Source: an optimization exercise on an open RTL-to-GDS flow (aim: small area). Production flows keep margins and buffers that such runs may drop.
RTL that was checked went through simulation tests only; none was proved equivalent to the original.
For runs 2 to 4, only the layout was checked, not whether the RTL still works.
No run shown here takes its clock network from TritonCTS; it comes from the design's own scripts or RTL.
No driver is modelled on the clock port, so clock power and skew are understated where the tree is cut down; a real chip needs a root buffer or a tree.
Power is estimated from default activity; no workload was simulated.

===== design/flow/design.v =====
package tspes_pkg;
    localparam int PACKET_BYTES = 188;
    localparam logic [7:0] POS_BASE = 8'(256 - PACKET_BYTES);
endpackage
module tspes_beat_fifo
(
    input  logic        clk,
    input  logic        rst_n,
    input  logic        push,
    input  logic [7:0]  din,
    input  logic        pop,
    input  logic        clear,
    output logic [7:0]  head,
    output logic        not_empty,
    output logic        full,
    output logic        one
);
    logic [7:0] mem_reg [1:5];
    logic [2:0] count_reg;
    logic [5:1] at;
    assign at[1] = !count_reg[1] &&  count_reg[0];
    assign at[2] = !count_reg[2] &&  count_reg[1];
    assign at[3] =  count_reg[2] &&  count_reg[0];
    assign at[4] =  count_reg[1] && !count_reg[0];
    assign at[5] =  count_reg[2] && !count_reg[1];
    assign not_empty = count_reg[2] || count_reg[0];
    assign full      = at[5];
    assign one       = at[1];
    always_comb
    begin
        head = '0;
        for (int i = 1; i <= 5; i++)
            head = head | ({8{at[i]}} & mem_reg[i]);
    end
    always_ff @(posedge clk)
    begin
        if (push)
        begin
            mem_reg[1] <= din;
            for (int i = 2; i <= 5; i++)
                mem_reg[i] <= mem_reg[i-1];
        end
    end
    always_ff @(posedge clk or negedge rst_n)
    begin
        if (!rst_n)
            count_reg <= '0;
        else if (clear)
            count_reg <= '0;
        else if (push && !pop)
            count_reg <= {count_reg[1:0], !count_reg[2]};
        else if (pop && !push)
            count_reg <= {!count_reg[0], count_reg[2:1]};
    end
endmodule
import tspes_pkg::*;
module ts_pes_reassembler_core
(
    input  logic                clk,
    input  logic                rst_n,
    input  logic                ts_valid,
    output logic                ts_stall,
    input  logic [7:0]   ts_byte,
    output logic                pes_valid,
    input  logic                pes_stall,
    output logic [7:0]   pes_byte,
    output logic                pes_end,
    output logic [7:0]   pes_stream_id,
    output logic [15:0]         pes_total_length
);
    logic [7:0]  pos_reg;       
    logic        open_reg;      
    logic [15:0] left_reg;      
    logic [7:0]  sid_reg;
    logic [15:0] tot_reg;       
    logic        accept, taking, owed, hold, push, pop, clear;
    logic        at4, at5, at6, at7, at8, at9, past3, in_hdr;
    logic        cand, cand_next;
    logic        q_not_empty, q_full, q_one;
    logic [7:0]  pos_flip;
    logic        pos_wrap;
    logic [15:0] left_flip, tot_flip;
    logic        load_hi, load_lo;
    assign at4    = (pos_reg == POS_BASE + 8'd4);
    assign at5    = (pos_reg == POS_BASE + 8'd5);
    assign at6    = (pos_reg == POS_BASE + 8'd6);
    assign at7    = (pos_reg == POS_BASE + 8'd7);
    assign at8    = (pos_reg == POS_BASE + 8'd8);
    assign at9    = (pos_reg == POS_BASE + 8'd9);
    assign past3  = (pos_reg >= POS_BASE + 8'd4);
    assign in_hdr = (pos_reg >= POS_BASE + 8'd5) && (pos_reg <= POS_BASE + 8'd9);
    assign taking = open_reg && (left_reg != '0);
    assign cand   = !open_reg && q_not_empty;
    assign owed   = open_reg && (left_reg == '0);
    assign hold   = cand && in_hdr && !(at9 && ts_valid);
    assign ts_stall = (q_full && pes_stall) || (at4 && owed && (pes_stall || !q_one));
    assign accept   = ts_valid && !ts_stall;
    always_comb
    begin
        if (at4)
            cand_next = !taking && (ts_byte == 8'h00);
        else if (at5)
            cand_next = cand && (ts_byte == 8'h00);
        else if (at6)
            cand_next = cand && (ts_byte == 8'h01);
        else
            cand_next = cand;
    end
    assign push    = accept && ((cand_next && (at4 || in_hdr)) || (taking && past3));
    assign clear   = accept && cand && (at5 || at6) && !cand_next;
    assign load_hi = accept && cand && at8;
    assign load_lo = accept && cand && at9;
    always_comb
    begin
        logic t;
        t = accept;
        for (int i = 0; i < 8; i++)
        begin
            pos_flip[i] = t;
            t = t && pos_reg[i];
        end
        pos_wrap = t;
        t = accept && taking && past3;
        for (int i = 0; i < 8; i++)
        begin
            left_flip[i] = t;
            t = t && !left_reg[i];
        end
        t = accept && taking && past3 && (left_reg[7:0] == 8'd0);
        for (int i = 8; i < 16; i++)
        begin
            left_flip[i] = t;
            t = t && !left_reg[i];
        end
        t = push;
        for (int i = 0; i < 8; i++)
        begin
            tot_flip[i] = t;
            t = t && tot_reg[i];
        end
        t = push && (tot_reg[7:0] == 8'hff);
        for (int i = 8; i < 16; i++)
        begin
            tot_flip[i] = t;
            t = t && tot_reg[i];
        end
    end
    always_ff @(posedge clk)
    begin
        if (accept)
        begin
            if (cand && at7)
                sid_reg <= ts_byte;
        end
        left_reg[15:8] <= load_hi ? ts_byte : (left_reg[15:8] ^ left_flip[15:8]);
        left_reg[7:0]  <= load_lo ? ts_byte : (left_reg[7:0] ^ left_flip[7:0]);
        tot_reg <= (accept && cand && at7) ? 16'd4 : (tot_reg ^ tot_flip);
    end
    always_ff @(posedge clk or negedge rst_n)
    begin
        if (!rst_n)
        begin
            pos_reg  <= POS_BASE;
            open_reg <= 1'b0;
        end
        else
        begin
            pos_reg <= (pos_reg ^ pos_flip) | (POS_BASE & {8{pos_wrap}});
            if (load_lo)
                open_reg <= 1'b1;
            else if (pes_end && !pes_stall)
                open_reg <= 1'b0;
        end
    end
    assign pop = pes_valid && !pes_stall;
    tspes_beat_fifo u_fifo
    (
        .clk       (clk),
        .rst_n     (rst_n),
        .push      (push),
        .din       (ts_byte),
        .pop       (pop),
        .clear     (clear),
        .head      (pes_byte),
        .not_empty (q_not_empty),
        .full      (q_full),
        .one       (q_one)
    );
    assign pes_valid        = q_not_empty && !hold;
    assign pes_end          = owed && q_one;
    assign pes_stream_id    = pes_end ? sid_reg : 8'd0;
    assign pes_total_length = pes_end ? tot_reg : 16'd0;
endmodule

===== design/flow/flow/liberty_keep.py =====
# Writes a copy of a liberty file without the cells the platform marks
# don't-use, for OpenROAD's restructure (its ABC run ignores set_dont_use).
# usage: python3 liberty_keep.py IN.lib OUT.lib "pattern pattern ..."
import fnmatch
import re
import sys

src, dst, pats = sys.argv[1], sys.argv[2], sys.argv[3].split()
text = open(src).read()
out = []
pos = 0
for m in re.finditer(r'\n(\s*)cell\s*\(\s*"?([\w]+)"?\s*\)\s*\{', text):
    if m.start() < pos:
        continue
    name = m.group(2)
    # find the end of this cell group by brace matching
    depth = 0
    i = m.end() - 1
    while True:
        c = text[i]
        if c == '{':
            depth += 1
        elif c == '}':
            depth -= 1
            if depth == 0:
                break
        i += 1
    if any(fnmatch.fnmatch(name, p) for p in pats):
        out.append(text[pos:m.start()])
        pos = i + 1
out.append(text[pos:])
open(dst, 'w').write(''.join(out))

===== design/flow/constraint.sdc =====
create_clock -name core_clock -period 6.5 [get_ports {clk}]
set_input_delay 1.3000 -clock core_clock [delete_from_list [all_inputs] [get_ports {clk}]]
set_output_delay 1.3000 -clock core_clock [all_outputs]
set_load 0.01 [all_outputs]

===== design/flow/standard.sh =====
#!/bin/bash
# synth_recipe.tcl (not shown) runs the flow's synth.tcl, then flattens the netlist and writes it again
# the make line also repeats each setting of config.mk as NAME=value (left out here)
make -C /OpenROAD-flow-scripts/flow DESIGN_CONFIG=/design/flow/config.mk WORK_HOME=/design/flow/orfs CLKGATE_MAP_FILE= SYNTH_SCRIPT=/design/flow/synth_recipe.tcl "${@:-finish}"

===== design/flow/flow/clock_groups.tcl =====
# Sourced before CTS (PRE_CTS_TCL). Replaces TritonCTS with a one-level
# clock distribution: the registers are split into $::mcts_nbuf compact
# groups (each time halving the longer side of a group's bounding box) and
# the clock port drives one clock buffer per group, placed at the group's
# centre. The groups are the same size, so the registers' clock arrivals
# stay balanced; detailed placement in the CTS step legalizes the buffers.
set ::mcts_nbuf 3
set ::mcts_cell sky130_fd_sc_hd__buf_12

proc mcts_split {items n} {
  if {$n <= 1} { return [list $items] }
  set xs {}
  set ys {}
  foreach s $items {
    lappend xs [lindex $s 0]
    lappend ys [lindex $s 1]
  }
  set xs [lsort -integer $xs]
  set ys [lsort -integer $ys]
  set w [expr {[lindex $xs end] - [lindex $xs 0]}]
  set h [expr {[lindex $ys end] - [lindex $ys 0]}]
  set k [expr {$w >= $h ? 0 : 1}]
  set items [lsort -integer -index $k $items]
  set n1 [expr {$n / 2}]
  set cut [expr {[llength $items] * $n1 / $n}]
  return [concat [mcts_split [lrange $items 0 [expr {$cut - 1}]] $n1] \
                 [mcts_split [lrange $items $cut end] [expr {$n - $n1}]]]
}

proc clock_tree_synthesis {args} {
  set db [ord::get_db]
  set block [ord::get_db_block]
  set master [$db findMaster $::mcts_cell]
  set clk [$block findNet clk]
  set sinks {}
  foreach it [$clk getITerms] {
    set bb [[$it getInst] getBBox]
    set x [expr {([$bb xMin] + [$bb xMax]) / 2}]
    set y [expr {([$bb yMin] + [$bb yMax]) / 2}]
    lappend sinks [list $x $y $it]
  }
  set g 0
  foreach group [mcts_split $sinks $::mcts_nbuf] {
    set net [odb::dbNet_create $block "clknet_grp_$g"]
    $net setSigType CLOCK
    set sx 0
    set sy 0
    foreach s $group {
      lassign $s x y it
      set sx [expr {$sx + $x}]
      set sy [expr {$sy + $y}]
      $it disconnect
      $it connect $net
    }
    set cnt [llength $group]
    set buf [odb::dbInst_create $block $master "clkbuf_grp_$g"]
    $buf setLocation [expr {$sx / $cnt}] [expr {$sy / $cnt}]
    $buf setPlacementStatus PLACED
    [$buf findITerm A] connect $clk
    [$buf findITerm X] connect $net
    puts "clock group $g: $cnt registers, buffer $::mcts_cell"
    incr g
  }
  set_propagated_clock [all_clocks]
}

===== design/flow/config.mk =====
export PLATFORM = sky130hd
export DESIGN_NAME = ts_pes_reassembler_core
export DESIGN_NICKNAME = ts_pes_reassembler_core
export VERILOG_FILES = /design/flow/design.v
export SDC_FILE = /design/flow/constraint.sdc
export NUM_CORES = 4
export LEC_CHECK = 0
export CAP_MARGIN = 0
export CELL_PAD_IN_SITES_DETAIL_PLACEMENT = 0
export CELL_PAD_IN_SITES_GLOBAL_PLACEMENT = 0
export CORE_MARGIN = 2
export CORE_UTILIZATION = 60
export CTS_BUF_LIST = sky130_fd_sc_hd__clkbuf_8
export GPL_TIMING_DRIVEN = 0
export PLACE_DENSITY = 0.75
export SLEW_MARGIN = 0

===== design/flow/flow/restructure.tcl =====
# Re-map the combinational logic for area with OpenROAD's restructure (ABC),
# after floorplan and before placement. Registers are left as they are.
restructure -target area \
    -liberty_file $::env(RSZ_LIB) \
    -tielo_port sky130_fd_sc_hd__conb_1/LO \
    -tiehi_port sky130_fd_sc_hd__conb_1/HI \
    -work_dir $::env(RSZ_DIR) \
    -abc_logfile $::env(RSZ_DIR)/abc.log
report_design_area

===== design/flow/flow/run.sh =====
#!/bin/bash
# The standard layout, with three changes: after floorplan the combinational
# logic is re-mapped for area by OpenROAD's restructure; the ports are
# buffered by the smallest buffer (sky130_fd_sc_hd__buf_1); and the clock
# port drives a few clock buffers directly, one per group of registers
# (flow/clock_groups.tcl), instead of TritonCTS's two-level tree.
set -euo pipefail
here=$(pwd)
mkdir -p "$here/rsz"
python3 flow/liberty_keep.py "$FLOW_HOME/platforms/sky130hd/lib/sky130_fd_sc_hd__tt_025C_1v80.lib" \
    "$here/rsz/keep.lib" \
    "sky130_fd_sc_hd__probe_p_8 sky130_fd_sc_hd__probec_p_8 sky130_fd_sc_hd__lpflow_*" \
    > liberty_keep.log 2>&1
export RSZ_LIB="$here/rsz/keep.lib"
export RSZ_DIR="$here/rsz"
bash standard.sh "POST_FLOORPLAN_TCL=$here/flow/restructure.tcl" \
    "BUFFER_PORTS_ARGS=-buffer_cell sky130_fd_sc_hd__buf_1" \
    "PRE_CTS_TCL=$here/flow/clock_groups.tcl" finish > flow_make.log 2>&1

==> results.txt, run 1 <==
Residual DRC=0; slowest CP cell=or4_1; Core Rows=30; ant diodes=0; hold path cells=1; worst path cell trace=buf_1 -> or4_1 -> nor4_1 -> o221ai_1 -> a41oi_1 -> clkinv_1 -> o22ai_1 -> o21ai_0 -> nor4_1 -> clkinv_1 -> nor2_1 -> clkinv_1 -> nor2_1 -> clkinv_1 -> nor2_1 -> nand2_1 -> nor2_1 -> clkinv_1 -> nor2_1 -> clkinv_1 -> nor2_1 -> nor2_1 -> a211oi_1; number of flops mapped to enable cells by yosys=48; Worst-Skew Late Latency=150 ps; Tcrit/Tclk final=86.4%; Layout Nets=424; sw power=568 uW; worst setup margin=883 ps; detailed placement HPWL=5400 um; Starting DRT DRC Count=251; TNS Setup=0 ps; power per cell area=394 nW/um2; syn nets=395; initial antenna violation count=0; I/O Buffers=46; Sequential Power Share=56.8%; share of post-route cells with drive strength above 1=1.95%; VDD IR max=220 uV; syn avg cell area=11.9 um2; Peak Freq=178 MHz; Final ANT Viol Nets=0; CTS hold repair buffers=0; CP max FO=5; worst hold endpoint=tot_reg[15]; Hold Path Origin=tot_reg[15]; final-report hold violation count=0; die footprint=7570 um2; status=complete, no violations; WL/cell=15.8 um; FFs w/ async S/R, synth=13.0%; flop2flop setup slack=2040 ps; Synth area leader=edfxtp_1; Starting Density=61.5%; Worst Setup End Kind=flop; crit start category=input pin; Die W=87.0 um; overall global routing resource usage=20.5%; Post-Place Worst Slack=745 ps; worst r2r src=left_reg[1]; first-pass GRT wire length=12600 um; Final min period=5620 ps; crit path DAT=5690 ps; Post-Synthesis Cells=347; GRT overflow=0; largest net degree at the start of global routing=42; Rel. slew slack=22.0%; number of synthesis warnings=3; post-CTS sizing=0; synthesized flop and latch total=92; Seq/Total Area, Yosys=57.7%; RSZ-0062 raised after global routing=false; Crit Reg-Reg Endpoint=tot_reg[15]; Core Area=6720 um2; Worst Tran Pin Value=1150 ps; clock skew=10.4 ps; max FFs per register=40; Setup CP Type=input pin to flop; synthesized area=4140 um2; Area growth, synth to finish=1.36%; most instantiated cells after synthesis=edfxtp_1, ha_1, inv_1; Yosys top cell area share=34.9%; largest cells by area after synthesis=edfxtp_1, dfxtp_1, ha_1, dfrtp_1, and2_1; Placer Congestion=0.859; Final setup viols=0; drt pass-1 iters=6; Total Power=1.65 mW; DR vias/cell=5.81; IO Pins=47; leakage power=1.42 nW; most common cell in the netlist=edfxtp_1; Synth Flop Type=edfxtp_1; Clk pwr share=13.0%; switch share=34.4%; CP peak stage delay=550 ps; Synth cell types=47; via count=2845; Max-Cap Viols=0; vias in the first global route=2622; final WL=7760 um; postcts setup bufs=0; Int Pwr=1.09 mW; die height=87.0 um; Comb pwr share=30.2%; Hold Worst Slack=467 ps; worst hold path class=flop to flop; most used cell along the critical path=nor2_1; Reg2Reg Depth=20; Slew Viols, Final=0; clock slew at reported path FFs=110 ps; Worst EP required=6570 ps
worst max path at each step:
| stage | startpoint | endpoint | slack, ps | depth (start not counted) |
|---|---|---|---|---|
| 2_1_floorplan | ts_byte[4] | tot_reg[6] | 1620 | 14 |
| 3_3_place_gp | ts_byte[0] | u_fifo.count_reg[1] | 890 | 12 |
| 3_5_place_dp | ts_byte[0] | u_fifo.count_reg[1] | 740 | 12 |
| 4_1_cts | ts_byte[0] | u_fifo.count_reg[1] | 940 | 12 |
| 5_1_grt | ts_byte[1] | tot_reg[15] | 260 | 23 |
| 6_report | ts_byte[1] | tot_reg[15] | 880 | 23 |
layout by cell type, fill, tap and decap left out, types with 5 or more instances in the layout:
cell type  synthesis  layout
nand2_1            6      15
dfxtp_1           32      32
edfxtp_1          48      48
nor3_1             4       8
o21ai_0            1       8
a222oi_1           0      11
o21a_1             0       5
a211oi_1           0      12
nand4_1            6       5
nor2_1            26      55
o32a_1             0       8
dfrtp_1           10      10
clkinv_1           0      69
buf_1              1      46
nor2b_1           15      13
a21oi_1           16       9
a22o_1             8      16
routing by layer:
metal / GRT usage (%) / share of wire (%) / up-vias
met4: 4.26 / 1.2 / 0
met3: 1.23 / 4.5 / 8
met5: 0 / 0 / -
met2: 32.2 / 48 / 69
li1: - / - / 1410
met1: 31.6 / 46 / 1358
through the flow:
stage          util (%)  instance area (um2)  instances
2_1_floorplan         -                 4140        347
3_3_place_gp       61.2                 4110        486
3_5_place_dp       61.5                 4130        487
4_1_cts            62.4                 4190        490
5_1_grt            62.4                 4190        490
6_report           62.4                 4190        490
logic make-up after synthesis:
| kind of cell | share of synthesized area (%) |
|---|---|
| DFF | 57.7 |
| xor gates and xnor gates | 1.06 |
| adders and majority gates | 10.9 |
| and+or+nand+nor | 15.2 |
| AOI/OAI and AO/OA | 10.8 |
| buffers and inverters | 4.30 |
power by group through the flow:
stage / clock network [mW] / logic, mW / registers [mW]
3_3_place_gp: 0 / 0.485 / 0.941
6_report: 0.215 / 0.499 / 0.940
5_1_grt: 0.239 / 0.560 / 0.960
3_5_place_dp: 0 / 0.500 / 0.950
2_1_floorplan: 0 / 0.241 / 0.704
4_1_cts: 0.219 / 0.499 / 0.939
worst max-delay path: cells and delay by family:
family | cells | cell delay, ps
and+or+nand+nor | 11 | 2490
AOI/OAI and AO/OA | 5 | 1090
buffers and inverters | 7 | 810
area by class of cell:
type                    instances  area, um2
fillers                       541       2530
plain buffers                   3       60.1
well taps                      80        100
inverters                      70        263
multi-input cells             198       1200
flip-flops and latches         92       2380
repair buffers                 47        188
==> inputs of run 2 (changes only) <==
--- a/design/flow/design.v
+++ b/design/flow/design.v
@@ -156,3 +156,3 @@
         left_reg[7:0]  <= load_lo ? ts_byte : (left_reg[7:0] ^ left_flip[7:0]);
-        tot_reg <= (accept && cand && at7) ? 16'd4 : (tot_reg ^ tot_flip);
+        tot_reg <= (accept && cand && at6) ? 16'd3 : (tot_reg ^ tot_flip);
     end
==> results.txt, run 2 <==
TNS Setup=0 ps (unchanged); most common cell after layout, fill and taps aside=nor2_1; Post-Synthesis Cells=340 (-2.0%); Worst-Skew Late Latency=140 ps (about the same); Setup CP Type=input pin to flop; Final setup viols=0 (unchanged); postcts setup bufs=0 (unchanged); Tcrit/Tclk final=87.2% (+0.81 points); multiplexer share of the synthesized area=0% (unchanged); CP max FO=43 (+38); I/O Buffers=46 (unchanged); post-synthesis compound-gate area fraction=9.74% (-1.1 points); crit start category=input pin; Core Rows=30 (unchanged); number of synthesis warnings=3 (unchanged); largest net degree at the start of global routing=44 (+4.8%); IO Pins=47 (unchanged); initial antenna violation count=0 (unchanged); Starting Density=61.0% (-0.59 points); largest cells by area after synthesis=edfxtp_1, dfxtp_1, ha_1, dfrtp_1, and2_1; post-route cell area=4190 um2 (about the same); Placement Cell Area=4130 um2 (-0.15%); power per cell area=378 nW/um2 (-4.1%); detailed placement HPWL=5550 um (+2.9%); most frequent cells in the layout=nor2_1, clkinv_1, edfxtp_1; worst path cell trace=buf_1 -> or4_1 -> nor3_1 -> nor2_1 -> nor2_1 -> a41o_1 -> nand3_1 -> nand2_4 -> clkinv_1 -> nor4_1 -> clkinv_1 -> nor2_1 -> clkinv_1 -> nor2_1 -> clkinv_1 -> nor2_1 -> nand2_1 -> nor2_1 -> clkinv_1 -> nor2_1 -> clkinv_1 -> nor2_1 -> o21ai_0 -> a21oi_1; worst hold path class=flop to flop; most instantiated cells after synthesis=edfxtp_1, ha_1, dfxtp_1; WL/cell=15.7 um (-1.2%); xor and xnor area share after synthesis=1.29% (+0.23 points); via count=2912 (+2.4%); leakage power=1.46 nW (+2.9%); synthesized flop and latch total=92 (unchanged); final design utilization=62.7% (+0.33 points); Yosys top cell area share=35.4% (+0.54 points); Rel. slew slack=33.7% (+12 points); max FFs per register=40 (unchanged); most common cell in the netlist=edfxtp_1; share of post-route cells with drive strength above 1=1.45% (-0.51 points); CTS hold repair buffers=0 (unchanged); status=complete, no violations; clock skew=5.89 ps (-4.53 ps); Slew Viols, Final=0 (unchanged); die height=86.4 um (-0.73%); GRT overflow=0 (unchanged); most used cell along the critical path=nor2_1; Synth area leader=edfxtp_1; synthesized area=4070 um2 (-1.5%); syn avg cell area=12.0 um2 (+0.51%); Residual DRC=0 (unchanged); DR vias/cell=5.88 (+1.3%); Worst EP required=6580 ps (about the same); main combinational cell family by area after synthesis=simple AND/OR/NAND/NOR gates; final WL=7750 um (-0.14%); Synth Area in Simple Gates=16.1% (+0.82 points); FFs w/ async S/R, synth=13.0% (unchanged); Synth cell types=41 (-13%); slowest CP cell=or4_1; Synth Flop Type=edfxtp_1; crit path DAT=5750 ps (+60 ps); Area growth, synth to finish=2.89%; Die W=86.4 um (-0.73%); Max-Cap Viols=0 (unchanged); Adder-Cell Fraction of Synth Area=11.1% (+0.17 points); fillers=547 (+1.1%); first-pass GRT wire length=12500 um (-0.44%); die footprint=7460 um2 (-1.5%); final-report hold violation count=0 (unchanged); Placer Congestion=0.901 (+4.8%); Peak Freq=176 MHz (-0.93%); drt pass-1 iters=5 (-1); Starting DRT DRC Count=205 (-18%); Seq/Total Area, Yosys=58.6% (+0.89 points); clock slew at reported path FFs=110 ps (about the same); Worst Tran Pin Value=991 ps (-163 ps); Final min period=5670 ps (+52.7 ps); RSZ-0062 raised after global routing=false; ant diodes=0 (unchanged); overall global routing resource usage=20.3% (-0.18 points); post-CTS sizing=0 (unchanged); Hold Worst Slack=465 ps (-2.47 ps); number of flops mapped to enable cells by yosys=48 (unchanged); syn nets=388 (-1.8%); Final ANT Viol Nets=0 (unchanged); VDD IR max=220 uV (-0.21%); Core Area=6680 um2 (-0.56%); Layout Nets=429 (+1.2%); vias in the first global route=2742 (+4.6%); Worst Setup End Kind=flop; CP peak stage delay=570 ps (+20 ps)
==> run 2: cell count changes in the layout (fill, tap and decap cells not counted), sizes merged, moves of 3 or more <==
cell	before	now
clkinv	69	60
nor4	3	10
a31oi	3	9
nand2	15	21
nor2	56	61
o32a	8	3
or2	3	8
nor3	8	4
or3	2	6
o21a	5	2
==> run 2: per-layer routing <==
metal  track usage (%)  vias to the layer above  part of all wire, %
met4              2.41                        0                 0.68
met2              36.8                       84                   50
met3              1.05                        4                  5.1
met5                 0                        -                    0
li1                  -                     1421                    -
met1              28.0                     1403                   44
==> run 2: kinds of logic after synthesis <==
group           count (synthesis)
simple gates                  115
xor+xnor                        6
compound gates                 57
buf+inv                        34
fa+ha+maj                      36
flops                          92
==> run 2: path summary, 6_finish.rpt <==
path	from	endpoint	slack, ps	cells after the start
worst max-delay path	ts_byte[5]	tot_reg[15]	830	24
worst min-delay path	u_fifo.mem_reg[2][5]	u_fifo.mem_reg[3][5]	460	0
worst max register to register	u_fifo.count_reg[0]	tot_reg[15]	1160	23
worst min register to register	u_fifo.mem_reg[2][5]	u_fifo.mem_reg[3][5]	460	0
max in group asynchronous	rst_n	u_fifo.count_reg[1]	4920	1
min in group asynchronous	rst_n	pos_reg[7]	1150	1
==> run 2: final cells by class <==
type | instances | area [um2] | area share [%]
Buffer | 3 | 60.1 | 1.43
Inverter | 60 | 225 | 5.37
Multi-Input combinational cell | 214 | 1250 | 29.8
Sequential cell | 92 | 2380 | 56.9
Tap cell | 80 | 100 | 2.39
Timing Repair Buffer | 46 | 173 | 4.12
==> run 2: per-stage QoR <==
stage / power [mW] / instances / setup WS, ps
after global placement: 1.36 / 492 / -98.5
after floorplan: 0.914 / 340 / 2010
final: 1.58 / 495 / 831
after CTS: 1.59 / 495 / 483
after detailed placement: 1.38 / 492 / 336
after global routing: 1.69 / 495 / 218
==> run 2: where the power goes <==
group	total (mW)	internal [mW]	switching, mW
Clock	0.212	0.0755	0.137
Combinational	0.472	0.192	0.280
Sequential	0.900	0.773	0.127
==> run 2: critical path: cells and delay by family <==
kind / cells / cell delay [ps]
buffers and inverters: 7 / 1030
AO/OA/AOI/OAI: 3 / 360
AND/OR/NAND/NOR: 14 / 3050
==> inputs of run 3 (changes only) <==
--- a/design/flow/design.v
+++ b/design/flow/design.v
@@ -75,2 +75,3 @@
     logic [15:0] tot_reg;       
+    logic        push_reg;      
     logic        accept, taking, owed, hold, push, pop, clear;
@@ -134,3 +135,3 @@
         end
-        t = push;
+        t = push_reg;
         for (int i = 0; i < 8; i++)
@@ -140,3 +141,3 @@
         end
-        t = push && (tot_reg[7:0] == 8'hff);
+        t = push_reg && (tot_reg[7:0] == 8'hff);
         for (int i = 8; i < 16; i++)
@@ -156,3 +157,4 @@
         left_reg[7:0]  <= load_lo ? ts_byte : (left_reg[7:0] ^ left_flip[7:0]);
-        tot_reg <= (accept && cand && at6) ? 16'd3 : (tot_reg ^ tot_flip);
+        push_reg <= push;
+        tot_reg  <= (accept && cand && at7) ? 16'd3 : (tot_reg ^ tot_flip);
     end
@@ -170,3 +172,3 @@
                 open_reg <= 1'b1;
-            else if (pes_end && !pes_stall)
+            else if (pes_end && pop)
                 open_reg <= 1'b0;
@@ -188,3 +190,3 @@
     );
-    assign pes_valid        = q_not_empty && !hold;
+    assign pes_valid        = q_not_empty && !hold && !(owed && q_one && push_reg);
     assign pes_end          = owed && q_one;
--- a/design/flow/flow/clock_groups.tcl
+++ b/design/flow/flow/clock_groups.tcl
@@ -7,3 +7,3 @@
 set ::mcts_nbuf 3
-set ::mcts_cell sky130_fd_sc_hd__buf_12
+set ::mcts_cell sky130_fd_sc_hd__clkbuf_16
 
==> results.txt, run 3 <==
leakage power=1.45 nW (-0.94%); Worst Tran Pin Value=949 ps (-42.1 ps); WL/cell=14.8 um (-5.2%); max FFs per register=40 (unchanged); FFs w/ async S/R, synth=12.9% (-0.14 points); Clk pwr share=14.5% (+1.1 points); RSZ-0062 raised after global routing=false; vias in the first global route=2612 (-4.7%); Starting Density=62.3% (+1.3 points); Final min period=4580 ps (-1090 ps); cell family with most CP delay=simple AND/OR/NAND/NOR gates; Max-Cap Viols=0 (unchanged); CTS hold repair buffers=0 (unchanged); Seq/Total Area, Yosys=56.5% (-2.0 points); Hold Worst Slack=463 ps (-2.31 ps); Setup CP Type=flop to output port; crit path DAT=3280 ps (-2470 ps); Yosys top cell area share=33.9% (-1.5 points); Worst EP required=5200 ps (-1380 ps); overall global routing resource usage=19.5% (-0.78 points); synthesized flop and latch total=93 (+1.1%); CP max FO=25 (-42%); Tcrit/Tclk final=70.5% (-17 points); Final ANT Viol Nets=0 (unchanged); Peak Freq=218 MHz (+24%); Starting DRT DRC Count=152 (-26%); I/O Buffers=46 (unchanged); Slew Viols, Final=0 (unchanged); Adder-Cell Fraction of Synth Area=10.6% (-0.47 points); initial antenna violation count=0 (unchanged); Rel. slew slack=36.2% (+2.6 points); via count=2806 (-3.6%); synthesized area=4250 um2 (+4.4%); IO Pins=47 (unchanged); Core Rows=30 (unchanged); power per cell area=361 nW/um2 (-4.5%); met3 WL=370 um (-6.6%); Int Pwr=1.04 mW (-0.56%); TNS Setup=0 ps (unchanged); Final setup viols=0 (unchanged); most frequent cells in the layout=clkinv_1, nor2_1, edfxtp_1; Synth cell types=52 (+27%); die height=88.2 um (+2.1%); top sig layer=met4; crit start category=flop; VDD IR max=161 uV (-27%); xor and xnor area share after synthesis=1.03% (-0.26 points); CP peak stage delay=680 ps (+110 ps); worst path buffer plus inverter count=2 (-5); status=complete, no violations; final-report hold violation count=0 (unchanged); slowest CP cell=clkinv_1; most common cell in the netlist=edfxtp_1; Synth Area in Simple Gates=14.0% (-2.0 points); largest net degree at the start of global routing=32 (-27%); final design utilization=62.5% (-0.24 points); worst path cell trace=or4_1 -> nor4_1 -> nand2_1 -> nor3_1 -> clkinv_1 -> nor2b_1 -> buf_1; switch share=32.8% (-1.5 points); most instantiated cells after synthesis=edfxtp_1, inv_1, ha_1; clock slew at reported path FFs=110 ps (about the same); ant diodes=0 (unchanged); main combinational cell family by area after synthesis=simple AND/OR/NAND/NOR gates; multiplexer share of the synthesized area=2.15% (+2.1 points); worst hold path class=flop to flop; final WL=7510 um (-3.1%); Area growth, synth to finish=0.353%; routed wl met2=3570 um (-7.5%); GRT overflow=0 (unchanged); Worst Setup End Kind=output port; Placer Congestion=0.823 (-8.6%); Core Area=6830 um2 (+2.2%); syn nets=402 (+3.6%); sw power=506 uW (-6.8%); first-pass GRT wire length=12300 um (-1.8%); share of post-route cells with drive strength above 1=1.71% (+0.26 points); Post-Synthesis Cells=354 (+4.1%); Die W=88.2 um (+2.1%); number of synthesis warnings=3 (unchanged); Worst-Skew Late Latency=170 ps (+30 ps); post-synthesis compound-gate area fraction=10.7% (+0.97 points); drt pass-1 iters=5 (unchanged); number of flops mapped to enable cells by yosys=48 (unchanged); syn avg cell area=12.0 um2 (+0.29%); Layout Nets=424 (-1.2%); Synth Flop Type=edfxtp_1; most common cell after layout, fill and taps aside=clkinv_1; Comb pwr share=29.9% (about the same); Residual DRC=0 (unchanged); largest cells by area after synthesis=edfxtp_1, dfxtp_1, ha_1, dfrtp_1, and2_1; Sequential Power Share=55.6% (-1.2 points); DR vias/cell=5.55 (-5.7%); post-CTS sizing=0 (unchanged); clock skew=13.6 ps (+7.73 ps); Met1 Wirelength=3450 um (+0.38%); postcts setup bufs=0 (unchanged); die footprint=7780 um2 (+4.2%); Synth area leader=edfxtp_1; detailed placement HPWL=5450 um (-1.9%)
[run 3: changes by cell type after synthesis, moves of 11 or more]
cell      previous run  this run
inv_1               21        39
a21oi_1             17         3
nand2_1             13        24
a221oi_1            16         0
nor2_1              25        10
[run 3: kinds of logic after synthesis]
kind of cell,Yosys count
fa+ha+maj,36
simple gates,103
flops,93
xor+xnor,5
compound gates,55
buf+inv,53
mux,9
[run 3: per-stage QoR]
step           instance area (um2)  instances  setup slack (ps)  power, mW
5_1_grt                       4270        506              1730       1.65
3_5_place_dp                  4190        503              1990       1.33
4_1_cts                       4270        506              1890       1.55
6_report                      4270        506              1920       1.54
2_1_floorplan                 4250        354              2580      0.945
3_3_place_gp                  4150        502              -557       1.31
[run 3: layer usage]
metal / vias to the layer above / GRT usage [%]
met3: 14 / 1.04
met5: - / 0
li1: 1408 / -
met1: 1301 / 28.5
met2: 83 / 33.2
met4: 0 / 2.89
[run 3: worst paths after layout]
check,start,to,slack (ps),depth (start not counted)
max in group asynchronous,rst_n,u_fifo.count_reg[2],4900,1
min,tot_reg[15],tot_reg[15],460,1
max reg2reg,u_fifo.count_reg[1],left_reg[13],2420,18
max,left_reg[11],pes_stream_id[1],1920,7
min reg2reg,tot_reg[15],tot_reg[15],460,1
min in group asynchronous,rst_n,pos_reg[4],1140,1
[run 3: power groups by stage]
stage	clock network (mW)	logic (mW)	registers [mW]
6_report	0.223	0.461	0.857
4_1_cts	0.230	0.462	0.857
5_1_grt	0.245	0.525	0.877
3_3_place_gp	0	0.436	0.871
2_1_floorplan	0	0.248	0.697
3_5_place_dp	0	0.461	0.870
[run 3: final cells by class]
type,instances,area (um2)
Multi-Input combinational cell,200,1220
Buffer,3,75.1
Tap cell,96,120
Timing Repair Buffer,47,200
Fill cell,578,2560
Inverter,67,251
Sequential cell,93,2400
==> inputs of run 4 (changes only) <==
--- a/design/flow/design.v
+++ b/design/flow/design.v
@@ -19,11 +19,5 @@
     logic [2:0] count_reg;
-    logic [5:1] at;
-    assign at[1] = !count_reg[1] &&  count_reg[0];
-    assign at[2] = !count_reg[2] &&  count_reg[1];
-    assign at[3] =  count_reg[2] &&  count_reg[0];
-    assign at[4] =  count_reg[1] && !count_reg[0];
-    assign at[5] =  count_reg[2] && !count_reg[1];
-    assign not_empty = count_reg[2] || count_reg[0];
-    assign full      = at[5];
-    assign one       = at[1];
+    assign not_empty = (count_reg != 3'd0);
+    assign full      = (count_reg == 3'd5);
+    assign one       = (count_reg == 3'd1);
     always_comb
@@ -32,3 +26,3 @@
         for (int i = 1; i <= 5; i++)
-            head = head | ({8{at[i]}} & mem_reg[i]);
+            head = head | ({8{count_reg == 3'(i)}} & mem_reg[i]);
     end
@@ -50,5 +44,5 @@
         else if (push && !pop)
-            count_reg <= {count_reg[1:0], !count_reg[2]};
+            count_reg <= count_reg + 3'd1;
         else if (pop && !push)
-            count_reg <= {!count_reg[0], count_reg[2:1]};
+            count_reg <= count_reg - 3'd1;
     end
@@ -75,3 +69,2 @@
     logic [15:0] tot_reg;       
-    logic        push_reg;      
     logic        accept, taking, owed, hold, push, pop, clear;
@@ -135,3 +128,3 @@
         end
-        t = push_reg;
+        t = push;
         for (int i = 0; i < 8; i++)
@@ -141,3 +134,3 @@
         end
-        t = push_reg && (tot_reg[7:0] == 8'hff);
+        t = push && (tot_reg[7:0] == 8'hff);
         for (int i = 8; i < 16; i++)
@@ -157,4 +150,3 @@
         left_reg[7:0]  <= load_lo ? ts_byte : (left_reg[7:0] ^ left_flip[7:0]);
-        push_reg <= push;
-        tot_reg  <= (accept && cand && at7) ? 16'd3 : (tot_reg ^ tot_flip);
+        tot_reg <= (accept && cand && at7) ? 16'd4 : (tot_reg ^ tot_flip);
     end
@@ -172,3 +164,3 @@
                 open_reg <= 1'b1;
-            else if (pes_end && pop)
+            else if (pes_end && !pes_stall)
                 open_reg <= 1'b0;
@@ -190,3 +182,3 @@
     );
-    assign pes_valid        = q_not_empty && !hold && !(owed && q_one && push_reg);
+    assign pes_valid        = q_not_empty && !hold;
     assign pes_end          = owed && q_one;
==> results.txt, run 4 <==
status=complete, no violations; overall global routing resource usage=20.3% (+0.83 points); Rel. slew slack=33.2% (-3.0 points); Starting Density=62.3% (about the same); Synth Flop Type=edfxtp_1; VDD IR max=161 uV (-0.12%); most frequent cells in the layout=clkinv_1, edfxtp_1, buf_1, nor2_1, dfxtp_1; synthesized flop and latch total=92 (-1.1%); GRT overflow=0 (unchanged); CTS hold repair buffers=0 (unchanged); main combinational cell family by area after synthesis=simple AND/OR/NAND/NOR gates; Post-Place Worst Slack=-1200 ps (-3180 ps); Starting DRT DRC Count=224 (+47%); most used cell along the critical path=nor2_2; Synth area leader=edfxtp_1; first-pass GRT wire length=12700 um (+3.5%); Tcrit/Tclk final=94.0% (+23 points); I/O Buffers=46 (unchanged); max FFs per register=40 (unchanged); DR vias/cell=5.66 (+2.0%); Synth cell types=48 (-7.7%); crit path DAT=6200 ps (+2920 ps); die height=88.0 um (-0.24%); Cells after DPL=519 (+3.2%); most instantiated cells after synthesis=edfxtp_1, ha_1, dfxtp_1; IO Pins=47 (unchanged); Max-Cap Viols=0 (unchanged); worst setup margin=393 ps (-1530 ps); Area growth, synth to finish=3.55%; largest cells by area after synthesis=edfxtp_1, dfxtp_1, ha_1, dfrtp_1, and2_1; largest net degree at the start of global routing=32 (unchanged); Yosys top cell area share=34.1% (+0.17 points); CP max FO=7 (-72%); detailed placement HPWL=5740 um (+5.4%); drt pass-1 iters=7 (+2); Layout Nets=445 (+5.0%); crit start category=input pin; leakage power=1.50 nW (+3.8%); syn avg cell area=11.9 um2 (-0.78%); Adder-Cell Fraction of Synth Area=12.4% (+1.8 points); most common cell in the netlist=edfxtp_1; Final setup viols=0 (unchanged); synthesized area=4230 um2 (-0.50%); number of synthesis warnings=3 (unchanged); Post-Synthesis Cells=355 (+0.28%); Worst EP required=6590 ps (+1390 ps); CP peak stage delay=570 ps (-110 ps); Final ANT Viol Nets=0 (unchanged); slowest CP cell=or4_4; Die W=88.0 um (-0.24%); vias in the first global route=2707 (+3.6%); clock slew at reported path FFs=110 ps (about the same); Total Power=1.63 mW (+6.0%); Worst-Skew Late Latency=170 ps (about the same); clock skew=9.85 ps (-3.76 ps); worst hold path class=flop to flop; Setup CP Type=input pin to flop; Seq/Total Area, Yosys=56.4% (-0.19 points); final-report hold violation count=0 (unchanged); Core Area=6790 um2 (-0.55%); Worst Setup End Kind=flop; post-synthesis compound-gate area fraction=8.90% (-1.8 points); FFs w/ async S/R, synth=13.0% (+0.14 points); Final min period=6110 ps (+1530 ps); share of post-route cells with drive strength above 1=9.74% (+8.0 points); Worst Tran Pin Value=997 ps (+47.5 ps); Core Rows=30 (unchanged); initial antenna violation count=0 (unchanged); Peak Freq=164 MHz (-25%); via count=2982 (+6.3%); syn nets=409 (+1.7%); Residual DRC=0 (unchanged); final WL=7980 um (+6.3%); ant diodes=0 (unchanged); xor and xnor area share after synthesis=1.24% (+0.21 points); power per cell area=373 nW/um2 (+3.2%); Layout Cells excl Fill=527 (+4.2%); WL/cell=15.1 um (+2.1%); most common cell after layout, fill and taps aside=clkinv_1; Synth Area in Simple Gates=17.5% (+3.5 points); Placer Congestion=0.824 (+0.11%); Slew Viols, Final=0 (unchanged); die footprint=7740 um2 (-0.48%); TNS Setup=0 ps (unchanged); number of flops mapped to enable cells by yosys=48 (unchanged); multiplexer share of the synthesized area=0.503% (-1.6 points)
-- run 4: cell count changes in the layout (fill, tap and decap cells not counted), moves of 8 or more --
cell,previous run,this run
nor2_1,58,47
nor2_2,0,9
clkinv_1,67,57
a22o_1,16,0
buf_4,0,9
o21ai_0,10,18
-- run 4: layout make-up --
class	count	area [um2]
Timing Repair Buffer	57	264
Multi-Input combinational cell	214	1290
Inverter	63	239
Fill cell	565	2410
Tap cell	96	120
Sequential cell	92	2380
Buffer	5	82.6
-- run 4: through the flow --
step / hold WS [ps] / cell area [um2] / util, %
after floorplan: 426 / 4230 / -
after global placement: 427 / 4120 / 60.6
after detailed placement: 435 / 4180 / 61.5
after CTS: 462 / 4310 / 63.5
after global routing: 474 / 4380 / 64.5
final: 466 / 4380 / 64.5
-- run 4: report_power, final --
| group | leakage (nW) | total, mW | internal, mW | switching [mW] |
|---|---|---|---|---|
| Combinational | 0.617 | 0.524 | 0.201 | 0.323 |
| Sequential | 0.849 | 0.885 | 0.788 | 0.0973 |
| Clock | 0.0370 | 0.225 | 0.0860 | 0.139 |
| Total | 1.50 | 1.63 | 1.07 | 0.559 |
-- run 4: cells by family (layout without fill, tap and decap cells) --
kind of cell,Yosys count,after routing
xor gates and xnor gates,6,1
muxes,2,0
adders and majority gates,42,0
buffers and inverters,33,125
and+or+nand+nor,126,121
AOI/OAI and AO/OA,54,92
DFF,92,92
-- run 4: final timing paths --
kind | from | endpoint | slack (ps) | depth (start not counted)
worst max-delay path | ts_byte[4] | tot_reg[15] | 390 | 36
worst min-delay path | u_fifo.mem_reg[3][2] | u_fifo.mem_reg[4][2] | 470 | 0
worst max register to register | pos_reg[6] | tot_reg[15] | 1130 | 38
worst min register to register | u_fifo.mem_reg[3][2] | u_fifo.mem_reg[4][2] | 470 | 0
max in group asynchronous | rst_n | u_fifo.count_reg[0] | 4970 | 1
min in group asynchronous | rst_n | pos_reg[4] | 1110 | 1
-- run 4: worst max-delay path: cells and delay by family --
family                 cells  cell delay, ps
AOI/OAI and AO/OA          4             830
buffers and inverters     14            1320
and+or+nand+nor           18            2740
-- run 4: timing repair --
action / 4_1_cts / 5_1_grt
endpoints found under the setup margin: 6 / 4
gates resized for setup: 11 / 20
pin swaps: 2 / 2
setup buffers: 3 / 2
-- run 4: metal layers --
metal	vias to the layer above	routed length, um	global-route usage (%)
met1	1417	3530	29.0
met5	-	0	0
met4	0	132	3.78
met2	98	3930	34.7
met3	14	385	1.60
li1	1453	-	-
==> inputs of run 5 (changes only) <==
--- a/design/flow/design.v
+++ b/design/flow/design.v
@@ -19,5 +19,11 @@
     logic [2:0] count_reg;
-    assign not_empty = (count_reg != 3'd0);
-    assign full      = (count_reg == 3'd5);
-    assign one       = (count_reg == 3'd1);
+    logic [5:1] at;
+    assign at[1] = !count_reg[1] &&  count_reg[0];
+    assign at[2] = !count_reg[2] &&  count_reg[1];
+    assign at[3] =  count_reg[2] &&  count_reg[0];
+    assign at[4] =  count_reg[1] && !count_reg[0];
+    assign at[5] =  count_reg[2] && !count_reg[1];
+    assign not_empty = count_reg[2] || count_reg[0];
+    assign full      = at[5];
+    assign one       = at[1];
     always_comb
@@ -26,3 +32,3 @@
         for (int i = 1; i <= 5; i++)
-            head = head | ({8{count_reg == 3'(i)}} & mem_reg[i]);
+            head = head | ({8{at[i]}} & ~mem_reg[i]);
     end
@@ -32,3 +38,3 @@
         begin
-            mem_reg[1] <= din;
+            mem_reg[1] <= ~din;
             for (int i = 2; i <= 5; i++)
@@ -44,5 +50,5 @@
         else if (push && !pop)
-            count_reg <= count_reg + 3'd1;
+            count_reg <= {count_reg[1:0], !count_reg[2]};
         else if (pop && !push)
-            count_reg <= count_reg - 3'd1;
+            count_reg <= {!count_reg[0], count_reg[2:1]};
     end
@@ -85,5 +91,5 @@
     assign in_hdr = (pos_reg >= POS_BASE + 8'd5) && (pos_reg <= POS_BASE + 8'd9);
-    assign taking = open_reg && (left_reg != '0);
+    assign taking = open_reg && (left_reg != 16'hffff);
     assign cand   = !open_reg && q_not_empty;
-    assign owed   = open_reg && (left_reg == '0);
+    assign owed   = open_reg && (left_reg == 16'hffff);
     assign hold   = cand && in_hdr && !(at9 && ts_valid);
@@ -120,5 +126,5 @@
             left_flip[i] = t;
-            t = t && !left_reg[i];
+            t = t && left_reg[i];
         end
-        t = accept && taking && past3 && (left_reg[7:0] == 8'd0);
+        t = accept && taking && past3 && (left_reg[7:0] == 8'hff);
         for (int i = 8; i < 16; i++)
@@ -126,3 +132,3 @@
             left_flip[i] = t;
-            t = t && !left_reg[i];
+            t = t && left_reg[i];
         end
@@ -148,4 +154,4 @@
         end
-        left_reg[15:8] <= load_hi ? ts_byte : (left_reg[15:8] ^ left_flip[15:8]);
-        left_reg[7:0]  <= load_lo ? ts_byte : (left_reg[7:0] ^ left_flip[7:0]);
+        left_reg[15:8] <= load_hi ? ~ts_byte : (left_reg[15:8] ^ left_flip[15:8]);
+        left_reg[7:0]  <= load_lo ? ~ts_byte : (left_reg[7:0] ^ left_flip[7:0]);
         tot_reg <= (accept && cand && at7) ? 16'd4 : (tot_reg ^ tot_flip);
--- a/design/flow/flow/clock_groups.tcl
+++ b/design/flow/flow/clock_groups.tcl
@@ -7,3 +7,3 @@
 set ::mcts_nbuf 3
-set ::mcts_cell sky130_fd_sc_hd__clkbuf_16
+set ::mcts_cell sky130_fd_sc_hd__buf_12
 
==> results.txt, run 5 <==
number of synthesis warnings=3 (unchanged); Final min period=5940 ps (-168 ps); Reg2Reg Depth=28 (-26%); clock skew=8.20 ps (-1.65 ps); Core Rows=30 (unchanged); Rel. slew slack=55.4% (+22 points); CP peak stage delay=560 ps (about the same); sw power=519 uW (-7.2%); share of post-route cells with drive strength above 1=3.69% (-6.1 points); overall global routing resource usage=19.7% (-0.64 points); WL/cell=15.5 um (+2.1%); Starting Density=61.1% (-1.2 points); Comb pwr share=28.1% (-4.0 points); via count=2880 (-3.4%); power per cell area=370 nW/um2 (-0.80%); Slew Viols, Final=0 (unchanged); Layout Nets=421 (-5.4%); Sequential Power Share=58.2% (+4.0 points); clock slew at reported path FFs=110 ps (about the same); most common cell in the netlist=edfxtp_1; ant diodes=0 (unchanged); most used cell along the critical path=clkinv_1; cell family with most CP delay=simple AND/OR/NAND/NOR gates; synthesized flop and latch total=92 (unchanged); met1 usage=28.6% (-0.34 points); Area growth, synth to finish=2.02%; vias in the first global route=2556 (-5.6%); largest cells by area after synthesis=edfxtp_1, dfxtp_1, ha_1, dfrtp_1, and2_1; Total Power=1.54 mW (-5.7%); Synth Flop Type=edfxtp_1; most instantiated cells after synthesis=edfxtp_1, and2_1, ha_1; Worst Tran Pin Value=664 ps (-332 ps); worst hold path class=flop to flop; most frequent cells in the layout=clkinv_1, edfxtp_1, buf_1; worst r2r src=pos_reg[6]; Worst Setup End Kind=flop; Residual DRC=0 (unchanged); hold path cells=1 (+1); number of flops mapped to enable cells by yosys=48 (unchanged); Setup CP Type=input pin to flop; status=complete, no violations; Seq/Total Area, Yosys=58.4% (+2.0 points); worst path buffer plus inverter count=10 (-4); Peak Freq=168 MHz (+2.8%); detailed placement HPWL=5490 um (-4.4%); Worst-Skew Late Latency=150 ps (-20 ps); Placer Congestion=0.835 (+1.3%); met2 usage=34.0% (-0.72 points); final-report hold violation count=0 (unchanged); CP max FO=24 (+17); syn nets=383 (-6.4%); max FFs per register=40 (unchanged); final WL=7530 um (-5.7%); VDD IR max=211 uV (+31%); slowest CP cell=or4_1; die footprint=7480 um2 (-3.3%); most common cell after layout, fill and taps aside=clkinv_1; Final setup viols=0 (unchanged); CTS hold repair buffers=0 (unchanged); Int Pwr=1.02 mW (-4.9%); drt pass-1 iters=5 (-2); largest net degree at the start of global routing=32 (unchanged); DR vias/cell=5.91 (+4.5%); IO Pins=47 (unchanged); RSZ-0062 raised after global routing=false; I/O Buffers=46 (unchanged); crit path DAT=6020 ps (-180 ps); Post-Synthesis Cells=335 (-5.6%); leakage power=1.40 nW (-6.9%); Hold Path Origin=tot_reg[15]; Synth area leader=edfxtp_1; switch share=33.7% (-0.56 points); Tcrit/Tclk final=91.4% (-2.6 points); FFs w/ async S/R, synth=13.0% (unchanged); syn avg cell area=12.2 um2 (+2.3%); Yosys top cell area share=35.3% (+1.2 points); Critical Path Start=ts_byte[3]; GRT overflow=0 (unchanged); crit start category=input pin; Die W=86.5 um (-1.7%); M3 GR Usage=1.24% (-0.36 points); initial antenna violation count=0 (unchanged); Synth cell types=48 (unchanged); Worst EP required=6580 ps (about the same); synthesized area=4080 um2 (-3.5%); GR peak layer=met2; TNS Setup=0 ps (unchanged); first-pass GRT wire length=12200 um (-4.5%); Max-Cap Viols=0 (unchanged); Core Area=6680 um2 (-1.7%); fillers=563 (-0.35%); Starting DRT DRC Count=185 (-17%); Final ANT Viol Nets=0 (unchanged); cell depth of the worst setup path=27 (-25%); Clk pwr share=13.7% (about the same); die height=86.5 um (-1.7%)
-- run 5: area by class of cell --
cell class,instances,area [um2],area share (%)
inverter,55,210,5.05
tap,80,100,2.40
buffer,3,60.1,1.44
sequential,92,2380,57.2
timing repair buffer,48,209,5.02
multi-input combinational,209,1200,28.9
-- run 5: cell families after synthesis --
logic type / Yosys count / share of synthesized area (%)
buffers and inverters: 22 / 2.24
adder cells (fa/ha/maj): 36 / 11.0
AND/OR/NAND/NOR: 114 / 16.5
flip-flops: 92 / 58.4
multiplexers: 4 / 0.980
XOR/XNOR: 5 / 1.07
AO/OA/AOI/OAI: 62 / 9.77
-- run 5: timing repair --
action                                  4_1_cts  5_1_grt
pin swaps                                     1        1
setup buffers                                 1        0
gates resized for setup                       0        7
endpoints found under the setup margin        2        2
-- run 5: path summary, 6_finish.rpt --
kind                                             to  slack [ps]
worst max register to register          tot_reg[15]        1020
worst min register to register          tot_reg[15]         450
worst max-delay path                    tot_reg[15]         560
worst min-delay path                    tot_reg[15]         450
min in group asynchronous                  open_reg        1140
max in group asynchronous       u_fifo.count_reg[1]        4930
-- run 5: power by group through the flow --
stage	Clock, mW	Combinational [mW]	Sequential, mW
floorplan	0	0.234	0.682
global placement	0	0.395	0.907
detailed placement	0	0.426	0.909
CTS	0.215	0.429	0.896
global route	0.237	0.482	0.916
finish	0.211	0.433	0.897
-- run 5: metrics by stage --
| step | util (%) | hold WS (ps) | instances | setup slack (ps) | instance area, um2 |
|---|---|---|---|---|---|
| floorplan | - | 421 | 335 | 2390 | 4080 |
| finish | 62.4 | 446 | 487 | 561 | 4170 |
| global route | 62.4 | 472 | 487 | 42.8 | 4170 |
| global placement | 60.4 | 429 | 482 | -3200 | 4030 |
| detailed placement | 61.0 | 435 | 483 | -228 | 4080 |
| CTS | 62.0 | 453 | 487 | 345 | 4140 |
-- run 5: metal layers --
layer  up-vias  wire, um
li1       1424         -
met1      1374      3430
met2        75      3700
met3         7       327
met4         0        68
met5         -         0
==> inputs of run 6 (changes only) <==
--- a/design/flow/design.v
+++ b/design/flow/design.v
@@ -138,5 +138,5 @@
             tot_flip[i] = t;
-            t = t && tot_reg[i];
+            t = t && !tot_reg[i];
         end
-        t = push && (tot_reg[7:0] == 8'hff);
+        t = push && (tot_reg[7:0] == 8'h00);
         for (int i = 8; i < 16; i++)
@@ -144,3 +144,3 @@
             tot_flip[i] = t;
-            t = t && tot_reg[i];
+            t = t && !tot_reg[i];
         end
@@ -156,3 +156,3 @@
         left_reg[7:0]  <= load_lo ? ~ts_byte : (left_reg[7:0] ^ left_flip[7:0]);
-        tot_reg <= (accept && cand && at7) ? 16'd4 : (tot_reg ^ tot_flip);
+        tot_reg <= (accept && cand && at7) ? ~16'd4 : (tot_reg ^ tot_flip);
     end
@@ -191,3 +191,3 @@
     assign pes_stream_id    = pes_end ? sid_reg : 8'd0;
-    assign pes_total_length = pes_end ? tot_reg : 16'd0;
+    assign pes_total_length = pes_end ? ~tot_reg : 16'd0;
 endmodule
==> results.txt, run 6 <==
most instantiated cells after synthesis=edfxtp_1, nand2_1, ha_1; overall global routing resource usage=20.4% (+0.68 points); most common cell in the netlist=edfxtp_1; Tcrit/Tclk final=92.9% (+1.5 points); Core Rows=29 (-3.3%); Starting DRT DRC Count=198 (+7.0%); via count=2867 (-0.45%); Yosys top cell area share=35.7% (+0.45 points); largest cells by area after synthesis=edfxtp_1, dfxtp_1, ha_1, dfrtp_1, o21ai_0; status=complete, no violations; I/O Buffers=46 (unchanged); CP peak stage delay=470 ps (-90 ps); Worst-Skew Late Latency=140 ps (about the same); most frequent cells in the layout=edfxtp_1, buf_1, nor2_1; Reg2Reg Depth=18 (-36%); power per cell area=401 nW/um2 (+8.3%); Synth Flop Type=edfxtp_1; synthesized area=4030 um2 (-1.3%); number of synthesis warnings=3 (unchanged); Peak Freq=166 MHz (-1.7%); M3 GR Usage=1.73% (+0.49 points); Max-Cap Viols=0 (unchanged); fillers=514 (-8.7%); slowest CP cell=o311ai_0; crit start category=input pin; Core Area=6420 um2 (-3.9%); Final setup viols=0 (unchanged); Setup CP Type=input pin to flop; Final min period=6040 ps (+100 ps); worst r2r src=u_fifo.count_reg[0]; worst path cell trace=buf_1 -> nand3_1 -> o311ai_0 -> o2111ai_1 -> a31oi_4 -> clkinv_1 -> or2_0 -> nor3_2 -> clkinv_1 -> nor3_2 -> nand2_1 -> or3_1 -> or3_1 -> or3_1 -> or3_1 -> nor2_1 -> clkinv_1 -> o221ai_1; cell family with most CP delay=simple AND/OR/NAND/NOR gates; Worst Setup End Kind=flop; Post-Synthesis Cells=348 (+3.9%); post-route cell area=4140 um2 (-0.66%); Die W=86.0 um (-0.60%); CP max FO=6 (-75%); ant diodes=0 (unchanged); share of post-route cells with drive strength above 1=2.48% (-1.2 points); Slew Viols, Final=0 (unchanged); final WL=7660 um (+1.7%); Starting Density=62.8% (+1.7 points); initial antenna violation count=0 (unchanged); crit path DAT=6100 ps (+80 ps); max FFs per register=40 (unchanged); Layout Nets=417 (-0.95%); Post-Place Worst Slack=-292 ps (-63.4 ps); Synth cell types=44 (-8.3%); Total Power=1.66 mW (+7.6%); met2 usage=33.8% (-0.23 points); FFs w/ async S/R, synth=13.0% (unchanged); Area growth, synth to finish=2.64%; RSZ-0062 raised after global routing=false; synthesized flop and latch total=92 (unchanged); largest net degree at the start of global routing=32 (unchanged); Rel. slew slack=50.4% (-5.1 points); Placer Congestion=0.914 (+9.5%); worst hold path class=flop to flop; cell depth of the worst setup path=18 (-33%); GRT overflow=0 (unchanged); first-pass GRT wire length=12500 um (+3.1%); final design utilization=64.4% (+2.1 points); Final ANT Viol Nets=0 (unchanged); flop2flop setup slack=760 ps (-260 ps); Crit Reg-Reg Endpoint=tot_reg[15]; Critical Path Start=ts_byte[0]; met1 usage=29.3% (+0.64 points); Seq/Total Area, Yosys=59.1% (+0.74 points); GR peak layer=met2; DR vias/cell=5.97 (+1.0%); number of flops mapped to enable cells by yosys=48 (unchanged); vias in the first global route=2658 (+4.0%); Worst Tran Pin Value=734 ps (+69.7 ps); Residual DRC=0 (unchanged); detailed placement HPWL=5380 um (-2.0%); syn avg cell area=11.6 um2 (-4.9%); WL/cell=16.0 um (+3.2%); most common cell after layout, fill and taps aside=edfxtp_1; Cells after DPL=476 (-1.4%); IO Pins=47 (unchanged); final-report hold violation count=0 (unchanged); most used cell along the critical path=or3_1; TNS Setup=0 ps (unchanged); Layout Cells excl Fill=480 (-1.4%); leakage power=1.42 nW (+1.8%); drt pass-1 iters=4 (-1); worst setup margin=461 ps (-100 ps); Hold Worst Slack=463 ps (+17.1 ps); die height=86.0 um (-0.60%); Worst EP required=6560 ps (-20 ps); Placement Cell Area=4060 um2 (-0.37%); syn nets=396 (+3.4%); worst path buffer plus inverter count=4 (-6); Synth area leader=edfxtp_1; clock skew=3.49 ps (-4.71 ps); die footprint=7390 um2 (-1.2%); crit path capture=tot_reg[15]; clock slew at reported path FFs=110 ps (about the same); VDD IR max=232 uV (+10%)
==> run 6: report_power, final <==
| part | leakage [nW] | internal [mW] | switching (mW) |
|---|---|---|---|
| Combinational | 0.539 | 0.195 | 0.281 |
| Sequential | 0.857 | 0.817 | 0.152 |
| Clock | 0.0282 | 0.0755 | 0.137 |
| Total | 1.42 | 1.09 | 0.570 |
==> run 6: worst min-delay path by stage <==
stage                         startpoint              endpoint  slack [ps]  depth (start not counted)
floorplan           u_fifo.mem_reg[3][0]  u_fifo.mem_reg[4][0]         420                          0
global placement    u_fifo.mem_reg[3][7]  u_fifo.mem_reg[4][7]         430                          0
detailed placement  u_fifo.mem_reg[4][5]  u_fifo.mem_reg[5][5]         440                          0
CTS                 u_fifo.mem_reg[4][5]  u_fifo.mem_reg[5][5]         460                          0
global route        u_fifo.mem_reg[4][5]  u_fifo.mem_reg[5][5]         470                          0
finish              u_fifo.mem_reg[2][4]  u_fifo.mem_reg[3][4]         460                          0
==> run 6: layout make-up <==
class                           count  area (um2)  share of cell area [%]
Multi-Input combinational cell    220        1250                    30.1
Timing Repair Buffer               48         200                    4.84
Inverter                           40         150                    3.63
Buffer                              3        60.1                    1.45
Sequential cell                    92        2380                    57.6
Tap cell                           77        96.3                    2.33
==> run 6: cells by family (layout without fill, tap and decap cells) <==
logic type	Yosys count	after routing	share of synthesized area [%]
and+or+nand+nor	109	133	14.0
DFF	92	92	59.1
AOI/OAI and AO/OA	64	87	10.1
buffers and inverters	38	91	3.54
adders and majority gates	36	0	11.2
muxes	5	0	1.24
xor gates and xnor gates	4	0	0.869
==> run 6: routing by layer <==
metal | vias up | wire (um) | part of all wire (%)
met5 | - | 0 | 0
met1 | 1354 | 3460 | 45
li1 | 1402 | - | -
met3 | 16 | 422 | 5.5
met2 | 95 | 3600 | 47
met4 | 0 | 170 | 2.2
==> run 6: what timing repair did <==
item                                    4_1_cts  5_1_grt
endpoints found under the setup margin        2        2
setup buffers                                 1        0
hold buffers                                  0        0
pin swaps                                     1        0
gates resized for setup                       0        2

-- what the ideal ports hide --
How much do the figures lean on ideal ports? The routed layouts below were timed once more, with nothing changed but the port constraints.
Step 1: set_driving_cell puts a clkbuf_16 on clk and a buf_2 on each other input, an assumption about the parent block.
Step 2 moves the port delays by t, midway between the first and last clock arrival at a register: inputs arrive t later, outputs are due t later. That takes back most of the time a late clock gives input paths.
Slacks: ideal ports / drivers / drivers and shift; pairs: ideal ports / drivers.
| run | t (ns) | slack for setup (ns) | worst setup path after step 2 | clock arrival spread, ns | worst register clock-pin slew, ns |
|---|---|---|---|---|---|
| run 1 | 0.212 | 0.883 / 0.924 / 0.711 | input to register | 0.011 / 0.011 | 0.12 / 0.12 |
| run 2 | 0.205 | 0.831 / 0.875 / 0.670 | input to register | 0.006 / 0.006 | 0.11 / 0.11 |
| run 3 | 0.232 | 1.920 / 1.855 / 1.937 | input to register | 0.013 / 0.014 | 0.11 / 0.11 |
| run 4 | 0.233 | 0.393 / 0.437 / 0.204 | input to register | 0.010 / 0.010 | 0.11 / 0.11 |
| run 5 | 0.207 | 0.561 / 0.603 / 0.396 | input to register | 0.009 / 0.008 | 0.12 / 0.12 |
| run 6 | 0.212 | 0.461 / 0.509 / 0.297 | input to register | 0.003 / 0.003 | 0.11 / 0.11 |
After both steps every run listed still meets setup and hold. For run 4, which loses most, drivers alone change the setup slack by +0.044 ns; drivers and shift together by -0.189 ns.
